From an optimization exercise on the open Yosys and OpenROAD flow, aimed at small area, a short achievable clock period and few clock cycles per item; shortcuts taken in it are not production practice.
Only simulation tests tie the RTL to the original design; equivalence was not proved.
Power figures rest on the tool's default switching activity, not on a simulated workload.

== main ==
==> flow/design.v <==
module gobang_move_sequencer #(
   parameter int BOARD_N = 15,
   parameter int WIN_LEN = 5
) (
   input  logic                         clk,
   input  logic                         rst_n,
   input  logic                         new_game,
   input  logic                         move_valid,
   output logic                         move_ready,
   input  logic [3:0]                   move_row,
   input  logic [3:0]                   move_col,
   output logic                         result_valid,
   output logic [1:0]                   result_code,
   output logic                         winner,
   output logic                         turn,
   output logic                         game_over,
   output logic [7:0]                   move_count,
   output logic [BOARD_N*BOARD_N-1:0]   board_black,
   output logic [BOARD_N*BOARD_N-1:0]   board_white
);
   localparam int N     = BOARD_N;
   localparam int CELLS = N * N;
   localparam int W     = WIN_LEN;
   localparam int ND    = 2 * N - 1;      
   logic             result_valid_q;
   logic [1:0]       result_code_q;
   logic             winner_q;
   logic             turn_q;
   logic             over_q;
   logic [7:0]       count_q;
   logic [CELLS-1:0] black_q;
   logic [CELLS-1:0] white_q;
   logic [N-1:0]  rsel, csel;         
   logic [ND-1:0] dsel;               
   logic [ND-1:0] asel;               
   logic [3:0] rh, rl, ch, cl;
   logic [6:0] dh, dl;                
   logic [6:0] sh, sl;                
   always_comb begin
      for (int a = 0; a < 4; a++) begin
         rh[a] = (move_row[3:2] == 2'(a));
         rl[a] = (move_row[1:0] == 2'(a));
         ch[a] = (move_col[3:2] == 2'(a));
         cl[a] = (move_col[1:0] == 2'(a));
      end
      for (int i = 0; i < N; i++) begin
         rsel[i] = rh[i / 4] & rl[i % 4];
         csel[i] = ch[i / 4] & cl[i % 4];
      end
      dh = '0; dl = '0; sh = '0; sl = '0;
      for (int a = 0; a < 4; a++)
         for (int b = 0; b < 4; b++) begin
            dh[b - a + 3] = dh[b - a + 3] | (rh[a] & ch[b]);
            dl[b - a + 3] = dl[b - a + 3] | (rl[a] & cl[b]);
            sh[a + b]     = sh[a + b]     | (rh[a] & ch[b]);
            sl[a + b]     = sl[a + b]     | (rl[a] & cl[b]);
         end
      dsel = '0;
      asel = '0;
      for (int x = 0; x < 7; x++)
         for (int y = 0; y < 7; y++) begin
            if (4*x + y - 15 + N - 1 >= 0 && 4*x + y - 15 + N - 1 < ND)
               dsel[4*x + y - 15 + N - 1] = dsel[4*x + y - 15 + N - 1] | (dh[x] & dl[y]);
            if (4*x + y < ND)
               asel[4*x + y] = asel[4*x + y] | (sh[x] & sl[y]);
         end
   end
   logic [N-1:0] row_b, row_w;
   logic         occ, legal;
   always_comb begin
      row_b = '0;
      row_w = '0;
      for (int i = 0; i < N; i++)
         for (int j = 0; j < N; j++) begin
            row_b[j] = row_b[j] | (rsel[i] & black_q[i*N + j]);
            row_w[j] = row_w[j] | (rsel[i] & white_q[i*N + j]);
         end
      occ   = |(csel & (row_b | row_w));
      legal = (|rsel) && (|csel) && !occ;
   end
   logic [CELLS-1:0] mine;
   logic [N-1:0]     line_h, line_v, line_d, line_a;
   logic [N-1:0]     new_h, new_v, new_d, new_a;
   logic             win_h, win_v, win_d, win_a, win;
   always_comb begin
      mine   = turn_q ? white_q : black_q;
      line_h = turn_q ? row_w : row_b;
      line_v = '0;
      line_d = '0;
      line_a = '0;
      for (int i = 0; i < N; i++)
         for (int j = 0; j < N; j++) begin
            line_v[i] = line_v[i] | (csel[j] & mine[i*N + j]);
            if (j - i >= -(N - W) && j - i <= N - W)
               line_d[i] = line_d[i] | (dsel[j - i + N - 1] & mine[i*N + j]);
            if (i + j >= W - 1 && i + j <= 2*N - 1 - W)
               line_a[i] = line_a[i] | (asel[i + j] & mine[i*N + j]);
         end
      new_h = line_h | csel;
      new_v = line_v | rsel;
      new_d = line_d | rsel;
      new_a = line_a | rsel;
      win_h = 1'b0;
      win_v = 1'b0;
      win_d = 1'b0;
      win_a = 1'b0;
      for (int k = 0; k + W <= N; k++) begin
         win_h = win_h | (&new_h[k +: W]);
         win_v = win_v | (&new_v[k +: W]);
         win_d = win_d | (&new_d[k +: W]);
         win_a = win_a | (&new_a[k +: W]);
      end
      win = win_h | win_v | win_d | win_a;
   end
   logic take, place;
   logic [N-1:0] cb, cw;              
   assign move_ready = !over_q;
   assign take       = move_valid && !over_q && !new_game;
   assign place      = take && legal;
   assign cb         = csel & {N{take && !turn_q}};
   assign cw         = csel & {N{take &&  turn_q}};
   always_ff @(posedge clk or negedge rst_n) begin
      if (!rst_n) begin
         result_valid_q <= 1'b0;
         result_code_q  <= 2'd0;
         winner_q       <= 1'b0;
         turn_q         <= 1'b0;
         over_q         <= 1'b0;
         count_q        <= 8'd0;
      end else if (new_game) begin
         result_valid_q <= 1'b0;
         result_code_q  <= 2'd0;
         winner_q       <= 1'b0;
         turn_q         <= 1'b0;
         over_q         <= 1'b0;
         count_q        <= 8'd0;
      end else begin
         result_valid_q <= take;
         if (take) begin
            if (!legal) begin
               result_code_q <= 2'd3;
            end else begin
               count_q <= count_q + 8'd1;
               if (win) begin
                  result_code_q <= 2'd1;
                  winner_q      <= turn_q;
                  over_q        <= 1'b1;
               end else if (count_q == 8'(CELLS - 1)) begin
                  result_code_q <= 2'd2;
                  over_q        <= 1'b1;
               end else begin
                  result_code_q <= 2'd0;
                  turn_q        <= !turn_q;
               end
            end
         end
      end
   end
   always_ff @(posedge clk or negedge rst_n) begin
      if (!rst_n) begin
         black_q <= '0;
         white_q <= '0;
      end else begin
         for (int i = 0; i < N; i++)
            for (int j = 0; j < N; j++) begin
               black_q[i*N + j] <= (black_q[i*N + j] || (rsel[i] && cb[j])) && !white_q[i*N + j] && !new_game;
               white_q[i*N + j] <= (white_q[i*N + j] || (rsel[i] && cw[j])) && !black_q[i*N + j] && !new_game;
            end
      end
   end
   assign result_valid = result_valid_q;
   assign result_code  = result_code_q;
   assign winner       = winner_q;
   assign turn         = turn_q;
   assign game_over    = over_q;
   assign move_count   = count_q;
   assign board_black  = black_q;
   assign board_white  = white_q;
endmodule
export LEC_CHECK = 0
export ABC_AREA = 1
export CAP_MARGIN = 30
export CORE_MARGIN = 2
export CORE_UTILIZATION = 35
export PLACE_DENSITY = 0.5
export SLEW_MARGIN = 30
create_clock -name core_clock -period 12.0 [get_ports {clk}]
standard.sh (not shown) runs the stock make flow with config.mk's settings and CLKGATE_MAP_FILE= SYNTH_SCRIPT=/design/flow/synth_recipe.tcl, a recipe that flattens the netlist after the stock synthesis.
==> flow/flow/run.sh <==
#!/bin/bash
# Standard ORFS layout, with the port buffers made from the smallest buffer cell
# and timing repair aiming 7 ns below the clock period.
set -euo pipefail
export BUFFER_PORTS_ARGS="-buffer_cell sky130_fd_sc_hd__buf_1"
export SETUP_SLACK_MARGIN=7
bash standard.sh > flow.log 2>&1
Testbench counts of main, summed over its fixed seeds: cycles 5,179, moves 5,091.
Input-level comparison between the feature branch and main:
--- a/flow/design.v
+++ b/flow/design.v
@@ -114,14 +114,14 @@
    end
    logic take, place;
    logic [N-1:0] cb, cw;              
    assign move_ready = !over_q;
    assign take       = move_valid && !over_q && !new_game;
    assign place      = take && legal;
-   assign cb         = csel & {N{take && !turn_q}};
-   assign cw         = csel & {N{take &&  turn_q}};
+   assign cb         = csel & {N{place && !turn_q}};
+   assign cw         = csel & {N{place &&  turn_q}};
    always_ff @(posedge clk or negedge rst_n) begin
       if (!rst_n) begin
          result_valid_q <= 1'b0;
          result_code_q  <= 2'd0;
          winner_q       <= 1'b0;
          turn_q         <= 1'b0;
@@ -160,14 +160,14 @@
       if (!rst_n) begin
          black_q <= '0;
          white_q <= '0;
       end else begin
          for (int i = 0; i < N; i++)
             for (int j = 0; j < N; j++) begin
-               black_q[i*N + j] <= (black_q[i*N + j] || (rsel[i] && cb[j])) && !white_q[i*N + j] && !new_game;
-               white_q[i*N + j] <= (white_q[i*N + j] || (rsel[i] && cw[j])) && !black_q[i*N + j] && !new_game;
+               black_q[i*N + j] <= (black_q[i*N + j] && !new_game) || (rsel[i] && cb[j]);
+               white_q[i*N + j] <= (white_q[i*N + j] && !new_game) || (rsel[i] && cw[j]);
             end
       end
    end
    assign result_valid = result_valid_q;
    assign result_code  = result_code_q;
    assign winner       = winner_q;
Number of detailed-route iterations in the first pass, main and the feature branch: larger value in main
Number of DRC markers after the initial detailed-route iteration (the feature branch / main): 1.09
When the final numbers for main and the feature branch were put side by side, the logic gate share of total power turned out to be greater in the feature branch.
The feature branch vs. main: initial antenna violation count went down by 28.
The feature branch — number of diodes 20 lower, main as reference
Of the feature branch and main, it is the feature branch that has the higher post-cts repair resize count.
| total number of multi-input combinational cells | lower: the feature branch |
Changes observed in the feature branch relative to main: worst hold slack up 83 ps, final setup slack of the worst path lower.
Die size: the feature branch is under main
Per the comparison of the feature branch with main, final setup skew now larger; via count of the first global-routing pass now smaller; fraction of the mapped netlist area in compound gates now larger; fraction of met3 tracks used by global routing now larger.
Testbench counts of the feature branch, summed over its fixed seeds: cycles 5,179, moves 5,091.

-- static timing again, ports no longer ideal --
The results above use ideal ports. As a check the final layouts listed here were re-extracted and re-timed, cells and wires unchanged.
Step 1, drivers: a clkbuf_16 drives clk and a buf_2 each remaining input, both assumed.
Step 2 also shifts input and output timing later by t, the mid clock arrival at the registers, as if the neighbouring blocks saw the same clock.
a / b / c = no drivers / after step 1 / after step 2; a / b = the first two.
| run | shift t [ns] | setup WS [ns] | worst setup path at the end | worst register clock-pin slew, ns |
|---|---|---|---|---|
| main | 0.734 | 6.949 / 6.967 / 6.232 | input to register | 0.07 / 0.07 |
| the feature branch | 0.721 | 6.797 / 6.620 / 5.899 | input to register | 0.08 / 0.08 |
After both steps setup and hold are still met in every run listed. For the feature branch, which loses most, drivers alone change the setup slack by -0.177 ns; drivers and shift together by -0.898 ns.
